From an optimization exercise on the open Yosys and OpenROAD flow, aimed at small area, a short achievable clock period and few clock cycles; shortcuts taken in it are not production practice. The RTL was checked by simulation tests, not by an equivalence proof against the original design. Power figures rest on the tool's default switching activity, not on a simulated workload.

==> flow/design.v <==
package mams_pkg;
  localparam int unsigned DefMaxResponses = 128;
  localparam int unsigned DefValueBits    = 4;
  localparam int unsigned ResponseW = 4;
  localparam int unsigned CountW    = 8;
  localparam int unsigned TotalW    = 11;
  localparam int unsigned MeanW     = 12;
  localparam int unsigned MedianW   = 4;
  localparam int unsigned FracBits  = 8;
  typedef enum logic [1:0] {
    ST_IDLE,
    ST_START,
    ST_CALC,
    ST_EMIT
  } state_e;
  typedef struct packed {
    logic ins;     
    logic shift;   
  } cell_ctrl_t;
endpackage
module mams_cell #(
  parameter int unsigned VW  = mams_pkg::DefValueBits,
  parameter int unsigned CW  = 8,
  parameter int unsigned IDX = 0
) (
  input  logic                 clk_i,
  input  mams_pkg::cell_ctrl_t ctrl_i,
  input  logic [VW-1:0]        din_i,
  input  logic [CW-1:0]        count_i,
  input  logic [VW-1:0]        prev_val_i,
  input  logic                 prev_gt_i,
  input  logic [VW-1:0]        next_val_i,
  output logic [VW-1:0]        val_o,
  output logic                 gt_o
);
  logic [VW-1:0] val_q, val_d;
  assign gt_o = (count_i <= CW'(IDX)) || (val_q > din_i);
  always_comb begin
    val_d = val_q;
    if (ctrl_i.shift) begin
      val_d = next_val_i;
    end else if (ctrl_i.ins && gt_o) begin
      val_d = prev_gt_i ? prev_val_i : din_i;
    end
  end
  always_ff @(posedge clk_i) begin
    val_q <= val_d;
  end
  assign val_o = val_q;
endmodule
module mams_div #(
  parameter int unsigned NW = 20,
  parameter int unsigned DW = 8
) (
  input  logic          clk_i,
  input  logic          rst_ni,
  input  logic          start_i,
  input  logic [NW-1:0] dividend_i,
  input  logic [DW-1:0] divisor_i,
  output logic          busy_o,
  output logic [NW-1:0] quot_o
);
  localparam int unsigned CntW = $clog2(NW + 1);
  logic [NW-1:0]   dvd_q, dvd_d;
  logic [NW-1:0]   quot_q, quot_d;
  logic [DW-1:0]   rem_q, rem_d;
  logic [CntW-1:0] cnt_q, cnt_d;
  logic            busy_q, busy_d;
  logic [DW:0]     trial;
  logic            fits;
  assign trial = {rem_q, dvd_q[NW-1]};
  assign fits  = trial >= {1'b0, divisor_i};
  always_comb begin
    dvd_d  = dvd_q;
    quot_d = quot_q;
    rem_d  = rem_q;
    cnt_d  = cnt_q;
    busy_d = busy_q;
    if (start_i) begin
      dvd_d  = dividend_i;
      rem_d  = '0;
      cnt_d  = CntW'(NW);
      busy_d = 1'b1;
    end else if (busy_q) begin
      dvd_d  = {dvd_q[NW-2:0], 1'b0};
      quot_d = {quot_q[NW-2:0], fits};
      rem_d  = fits ? DW'(trial - {1'b0, divisor_i}) : trial[DW-1:0];
      cnt_d  = cnt_q - CntW'(1);
      busy_d = cnt_q != CntW'(1);
    end
  end
  always_ff @(posedge clk_i or negedge rst_ni) begin
    if (!rst_ni) begin
      cnt_q  <= '0;
      busy_q <= 1'b0;
    end else begin
      cnt_q  <= cnt_d;
      busy_q <= busy_d;
    end
  end
  always_ff @(posedge clk_i) begin
    dvd_q  <= dvd_d;
    quot_q <= quot_d;
    rem_q  <= rem_d;
  end
  assign busy_o = busy_q;
  assign quot_o = quot_q;
endmodule
module mean_and_median_of_set #(
  parameter int unsigned MAX_RESPONSES = mams_pkg::DefMaxResponses,
  parameter int unsigned VALUE_BITS    = mams_pkg::DefValueBits
) (
  input  logic                           clk_i,
  input  logic                           rst_ni,
  input  logic                           start,
  output logic                           busy,
  input  logic [mams_pkg::ResponseW-1:0] response_i,
  input  logic                           last_i,
  output logic                           valid_o,
  output logic [mams_pkg::CountW-1:0]    count_o,
  output logic [mams_pkg::TotalW-1:0]    total_o,
  output logic [mams_pkg::MeanW-1:0]     mean_q8_o,
  output logic [mams_pkg::MedianW-1:0]   median_o,
  output logic                           overflow_o
);
  localparam int unsigned VW = VALUE_BITS;
  localparam int unsigned CW = $clog2(MAX_RESPONSES + 1);
  localparam int unsigned SW = CW + VW;
  localparam int unsigned QW = SW + mams_pkg::FracBits;
  mams_pkg::state_e     state_q, state_d;
  mams_pkg::cell_ctrl_t ctrl;
  logic [CW-1:0] count_q, count_d;
  logic [SW-1:0] sum_q, sum_d;
  logic          drop_q, drop_d;
  logic [CW-1:0] shcnt_q, shcnt_d;
  logic          accept;
  logic          full;
  logic          div_start;
  logic          div_busy;
  logic [QW-1:0] quot;
  logic [VW-1:0] din;
  logic [VW+mams_pkg::ResponseW-1:0] resp_ext;
  logic [VW-1:0] val_w [MAX_RESPONSES];
  logic          gt_w  [MAX_RESPONSES];
  assign resp_ext = {{VW{1'b0}}, response_i};
  assign din      = resp_ext[VW-1:0];
  assign accept = start && !busy;
  assign full   = count_q == CW'(MAX_RESPONSES);
  always_comb begin
    state_d = state_q;
    unique case (state_q)
      mams_pkg::ST_IDLE:  if (accept && last_i) state_d = mams_pkg::ST_START;
      mams_pkg::ST_START: state_d = mams_pkg::ST_CALC;
      mams_pkg::ST_CALC:  if (!div_busy && shcnt_q == '0) state_d = mams_pkg::ST_EMIT;
      mams_pkg::ST_EMIT:  state_d = mams_pkg::ST_IDLE;
      default:            state_d = mams_pkg::ST_IDLE;
    endcase
  end
  always_comb begin
    ctrl.ins   = 1'b0;
    ctrl.shift = 1'b0;
    div_start  = 1'b0;
    busy       = 1'b1;
    valid_o    = 1'b0;
    unique case (state_q)
      mams_pkg::ST_IDLE: begin
        busy     = 1'b0;
        ctrl.ins = start && !full;
      end
      mams_pkg::ST_START: div_start = 1'b1;
      mams_pkg::ST_CALC:  ctrl.shift = shcnt_q != '0;
      mams_pkg::ST_EMIT:  valid_o = 1'b1;
      default:            busy = 1'b1;
    endcase
  end
  always_comb begin
    count_d = count_q;
    sum_d   = sum_q;
    drop_d  = drop_q;
    shcnt_d = shcnt_q;
    if (accept) begin
      if (full) begin
        drop_d = 1'b1;
      end else begin
        count_d = count_q + CW'(1);
        sum_d   = sum_q + SW'(din);
      end
    end
    if (state_q == mams_pkg::ST_START) begin
      shcnt_d = count_q >> 1;
    end else if (ctrl.shift) begin
      shcnt_d = shcnt_q - CW'(1);
    end
    if (state_q == mams_pkg::ST_EMIT) begin
      count_d = '0;
      sum_d   = '0;
      drop_d  = 1'b0;
    end
  end
  always_ff @(posedge clk_i or negedge rst_ni) begin
    if (!rst_ni) begin
      state_q <= mams_pkg::ST_IDLE;
      count_q <= '0;
      sum_q   <= '0;
      drop_q  <= 1'b0;
      shcnt_q <= '0;
    end else begin
      state_q <= state_d;
      count_q <= count_d;
      sum_q   <= sum_d;
      drop_q  <= drop_d;
      shcnt_q <= shcnt_d;
    end
  end
  for (genvar i = 0; i < MAX_RESPONSES; i++) begin : g_cell
    mams_cell #(
      .VW (VW),
      .CW (CW),
      .IDX(i)
    ) u_cell (
      .clk_i     (clk_i),
      .ctrl_i    (ctrl),
      .din_i     (din),
      .count_i   (count_q),
      .prev_val_i((i == 0) ? '0 : val_w[(i == 0) ? 0 : i-1]),
      .prev_gt_i ((i == 0) ? 1'b0 : gt_w[(i == 0) ? 0 : i-1]),
      .next_val_i((i == MAX_RESPONSES-1) ? '0 : val_w[(i == MAX_RESPONSES-1) ? i : i+1]),
      .val_o     (val_w[i]),
      .gt_o      (gt_w[i])
    );
  end
  mams_div #(
    .NW(QW),
    .DW(CW)
  ) u_div (
    .clk_i     (clk_i),
    .rst_ni    (rst_ni),
    .start_i   (div_start),
    .dividend_i({sum_q, {mams_pkg::FracBits{1'b0}}}),
    .divisor_i (count_q),
    .busy_o    (div_busy),
    .quot_o    (quot)
  );
  logic [CW+mams_pkg::CountW-1:0]  cnt_ext;
  logic [SW+mams_pkg::TotalW-1:0]  sum_ext;
  logic [QW+mams_pkg::MeanW-1:0]   mean_ext;
  logic [VW+mams_pkg::MedianW-1:0] med_ext;
  assign cnt_ext    = {{mams_pkg::CountW{1'b0}}, count_q};
  assign sum_ext    = {{mams_pkg::TotalW{1'b0}}, sum_q};
  assign mean_ext   = {{mams_pkg::MeanW{1'b0}}, quot};
  assign med_ext    = {{mams_pkg::MedianW{1'b0}}, val_w[0]};
  assign count_o    = cnt_ext[mams_pkg::CountW-1:0];
  assign total_o    = sum_ext[mams_pkg::TotalW-1:0];
  assign mean_q8_o  = mean_ext[mams_pkg::MeanW-1:0];
  assign median_o   = med_ext[mams_pkg::MedianW-1:0];
  assign overflow_o = drop_q;
endmodule
==> flow/run.sh <==
#!/bin/bash
# synth_recipe.tcl (not shown) runs the flow's synth.tcl, then flattens the netlist and writes it again
# the make line also repeats each setting of config.mk as NAME=value (left out here)
make -C /OpenROAD-flow-scripts/flow DESIGN_CONFIG=/design/flow/config.mk WORK_HOME=/design/flow/orfs CLKGATE_MAP_FILE= SYNTH_SCRIPT=/design/flow/synth_recipe.tcl finish
==> flow/config.mk <==
export PLATFORM = sky130hd
export DESIGN_NAME = mean_and_median_of_set
export DESIGN_NICKNAME = mean_and_median_of_set
export VERILOG_FILES = /design/flow/design.v
export SDC_FILE = /design/flow/constraint.sdc
export NUM_CORES = 4
export LEC_CHECK = 0
export CAP_MARGIN = 20
export CORE_MARGIN = 2
export CORE_UTILIZATION = 40
export SLEW_MARGIN = 20
==> flow/constraint.sdc <==
create_clock -name core_clock -period 6.0 [get_ports {clk_i}]
set_input_delay 1.2000 -clock core_clock [delete_from_list [all_inputs] [get_ports {clk_i}]]
set_output_delay 1.2000 -clock core_clock [all_outputs]
set_load 0.01 [all_outputs]
==> impl_metrics.toml <==
[die]
core_region_area_mm2 = 0.1068
die_y_um = 331.6
dieArea_mm2 = 0.1100
die_x_um = 331.6
num_rows = 120
pin_count = 46
initial_core_util_pct = 40.22

[timing]
worst_slew_pin_slew_ps = 1193
layout_min_cycle_time_ps = 4025
fin_ws_ps = 1975
setup_viol = 0
maxSlewViolCount = 0
clock.fmax_mhz = 248.5
grt_setup_unrepaired = "no"
hold_viol = 0
relSlewSlack_pct = 19.87
fin_skew_ps = 28.55
final.setup.tns_ps = 0
period_share_pct = 67.08

[global_route]
antenna_found_initial = 3
grt_pass1_wl_um = 197900
gr-usage-met2_pct = 36.59
gr-usage-met1_pct = 31.31
grt_pass1_vias = 33470
busiest_layer = "met2"
grt_max_degree = 260
track_usage_pct = 22.71
grt_use_met3_pct = 3.560
grt-ovfl-total = 0

[routing]
first_pass_iters = 6
drt_iter0_markers = 2959
routed_wl_um = 128000
vias_per_cell = 5.817
vias = 34250
ant_nets = 0
wl_per_cell_um = 21.74
post-route-drc-count = 0

[synthesis]
yosysUniqueCellTypes = 71
avgSynthCellArea_um2 = 9.533
synth_seq_cells = 581
synth.area.top_cells = "edfxtp_1, ha_1, mux2i_1"
ys_warn_count = 132
async_flop_share_pct = 6.368
synth.net_count = 5051
yosysSeqAreaShare_pct = 39.92
syn_area_mm2 = 0.04294
synth_area_leader_cell = "edfxtp_1"
synth_edf_count = 532
syn_inst = 4504
synth_top_area_share_pct = 37.20
ys.flop_type = "edfxtp_1"

[cts]
cts_hold_buf = 0
clk_path_buf_depth = 3
clock_sinks = 581
path_clk_slew_ps = 60
cts_tree = "yes"
cts_made_buffers = 72
ctsResizeCount = 0
htreeDepth = 3
cts_setup_buffers = 0
cts-root-buf = "clkbuf_16"
clock_latency_ps = 650

[finish]
syn2layout_area_growth_pct = 9.913
final-instance-count-excl-fill = 5889
drive_gt1_share_pct = 5.220
final_cell_mix = "o21ai_0, nand2_1, ha_1, edfxtp_1, mux2i_1"
final_common_cell = "o21ai_0"
layout.nets = 4973

[power_and_ir_drop]
finalPower_mw = 9.789
powerDensity_mw_per_mm2 = 207.4
peakVddDrop_mv = 0.1859
power.leakage_nw = 21.17

[setup_path]
crit_fanout = 13
crit_buf_inv = 1
start_kind = "flip-flop"
slowest_delay_ps = 760
end_kind = "flip-flop"
required_ps = 6280
path_cells = "inv_1 -> ha_1 -> nand2_1 -> a211oi_1 -> a21oi_1 -> o21ai_0"
crit_family = "compound AO/OA/AOI/OAI gates"
critical_path_class = "flip-flop to flip-flop"
cp.arrival_ps = 4300
crit_path_top_delay_cell = "ha_1"

[worst_hold_path]
hold_path_class = "flip-flop to flip-flop"

[placement]
dp_slack_ps = 1625
numPortBuffers = 45
place.gp.congestion = 0.8532
dp_cells = 5755
place_hpwl_um = 84180

[job]
cap_violations = 0

[status]
run_status = "complete, no violations"
cell usage after synthesis (8+ instances only):
| master | number |
|---|---|
| o22ai_1 | 9 |
| nor2b_1 | 40 |
| ha_1 | 537 |
| inv_1 | 254 |
| mux2_2 | 13 |
| nor3_1 | 18 |
| buf_2 | 52 |
| nand2b_1 | 25 |
| buf_4 | 11 |
| clkbuf_1 | 192 |
| nand3_1 | 45 |
| mux2i_1 | 485 |
| xor2_1 | 8 |
| o211ai_1 | 24 |
| dfrtp_1 | 37 |
| a211oi_1 | 14 |
| dfxtp_1 | 12 |
| a31oi_1 | 19 |
| o21a_1 | 15 |
| a22oi_1 | 12 |
| buf_1 | 13 |
| a22o_1 | 8 |
| o221ai_1 | 11 |
| a21oi_2 | 9 |
| a21oi_1 | 317 |
| nand2_1 | 710 |
| xnor2_1 | 21 |
| a21o_1 | 14 |
| nand4_1 | 123 |
| nor2_1 | 58 |
| o21ai_0 | 758 |
| edfxtp_1 | 532 |
sequential cells by signal, indices dropped and copies added, names as in the netlist:
signal / cells
u_div.dvd_q: 12
u_div.busy_q: 1
sum_q: 12
drop_q: 1
u_div.quot_q: 12
shcnt_q: 8
u_div.rem_q: 8
g_cell.u_cell.val_q: 512
state_q: 2
count_q: 8
u_div.cnt_q: 5
layer usage:
metal	part of all wire [%]	wire [um]
met2	46	58740
met4	2.7	3495
met5	0.0094	12
met1	45	57860
met3	6.2	7924
kinds of logic (layout without fill, tap and decap cells):
group	after synthesis	after routing	synth area share, %
flip-flops	581	581	39.92
adder cells (fa/ha/maj)	539	539	15.74
other	0	3	0
AO/OA/AOI/OAI	1264	1264	16.16
buffers and inverters	527	506	4.907
XOR/XNOR	29	29	0.5915
multiplexers	498	498	11.65
AND/OR/NAND/NOR	1066	1066	11.03
area by class of cell:
type                    count  area, um2
inverters                 256      975.9
diodes                      3      7.507
multi-input cells        3396      23740
repair buffers            119       1145
clock inverters            31      376.6
flip-flops and latches    581      17140
clock buffers             100       2054
fillers                 10220      59560
well taps                1403       1755
where the power goes:
part	switching (mW)	leakage (nW)	internal, mW
registers	0	5.93	4.35
logic	0.507	14.1	0.337
clock network	1.82	1.19	2.77
total	2.32	21.2	7.46
path summary, 6_finish.rpt:
kind	from	end	slack (ps)	cells past startpoint
max in group asynchronous	rst_ni	count_q[7]	4580	1
setup reg to reg	count_q[1]	g_cell[96].u_cell.val_q[2]	1980	6
hold reg to reg	u_div.quot_q[10]	u_div.quot_q[11]	450	0
min in group asynchronous	rst_ni	u_div.cnt_q[3]	720	1
setup / recovery	count_q[1]	g_cell[96].u_cell.val_q[2]	1980	6
hold / removal	u_div.quot_q[10]	u_div.quot_q[11]	450	0
through the flow:
| step | hold WS (ps) | utilization (%) | instance area [um2] |
|---|---|---|---|
| detailed placement | 437.4 | 41.93 | 44760 |
| floorplan | 442.2 | - | 42940 |
| CTS | 450.2 | 44.20 | 47190 |
| global route | 460.0 | 44.20 | 47190 |
| global placement | 434.3 | 41.92 | 44750 |
| finish | 448.8 | 44.21 | 47200 |
Testbench counts, summed over its fixed seeds: cycles 99,041.

==> afterwards: timing with drivers on the ports <==
How much do the figures lean on ideal ports? The routed layout below was timed once more, with nothing changed but the port constraints. Step 1, drivers: a clkbuf_16 drives clk_i and a buf_2 each remaining input, both assumed. Step 2 times the ports against the registers' clock, not the clock port: input delays grow and output delays shrink by t, the midpoint of the rising clock arrivals with the driver on. Three values: ideal ports, drivers, drivers and shift; two values: the first two.
t, ns: 0.716
setup slack, ns: 1.975 / 1.975 / 1.551
worst setup path after step 2: input to register
latest minus earliest clock arrival (ns): 0.032 / 0.032
worst register clock-pin slew, ns: 0.06 / 0.06
After both steps setup and hold are still met in this run. For this run, drivers alone change the setup slack by 0.000 ns; drivers and shift together by -0.424 ns.
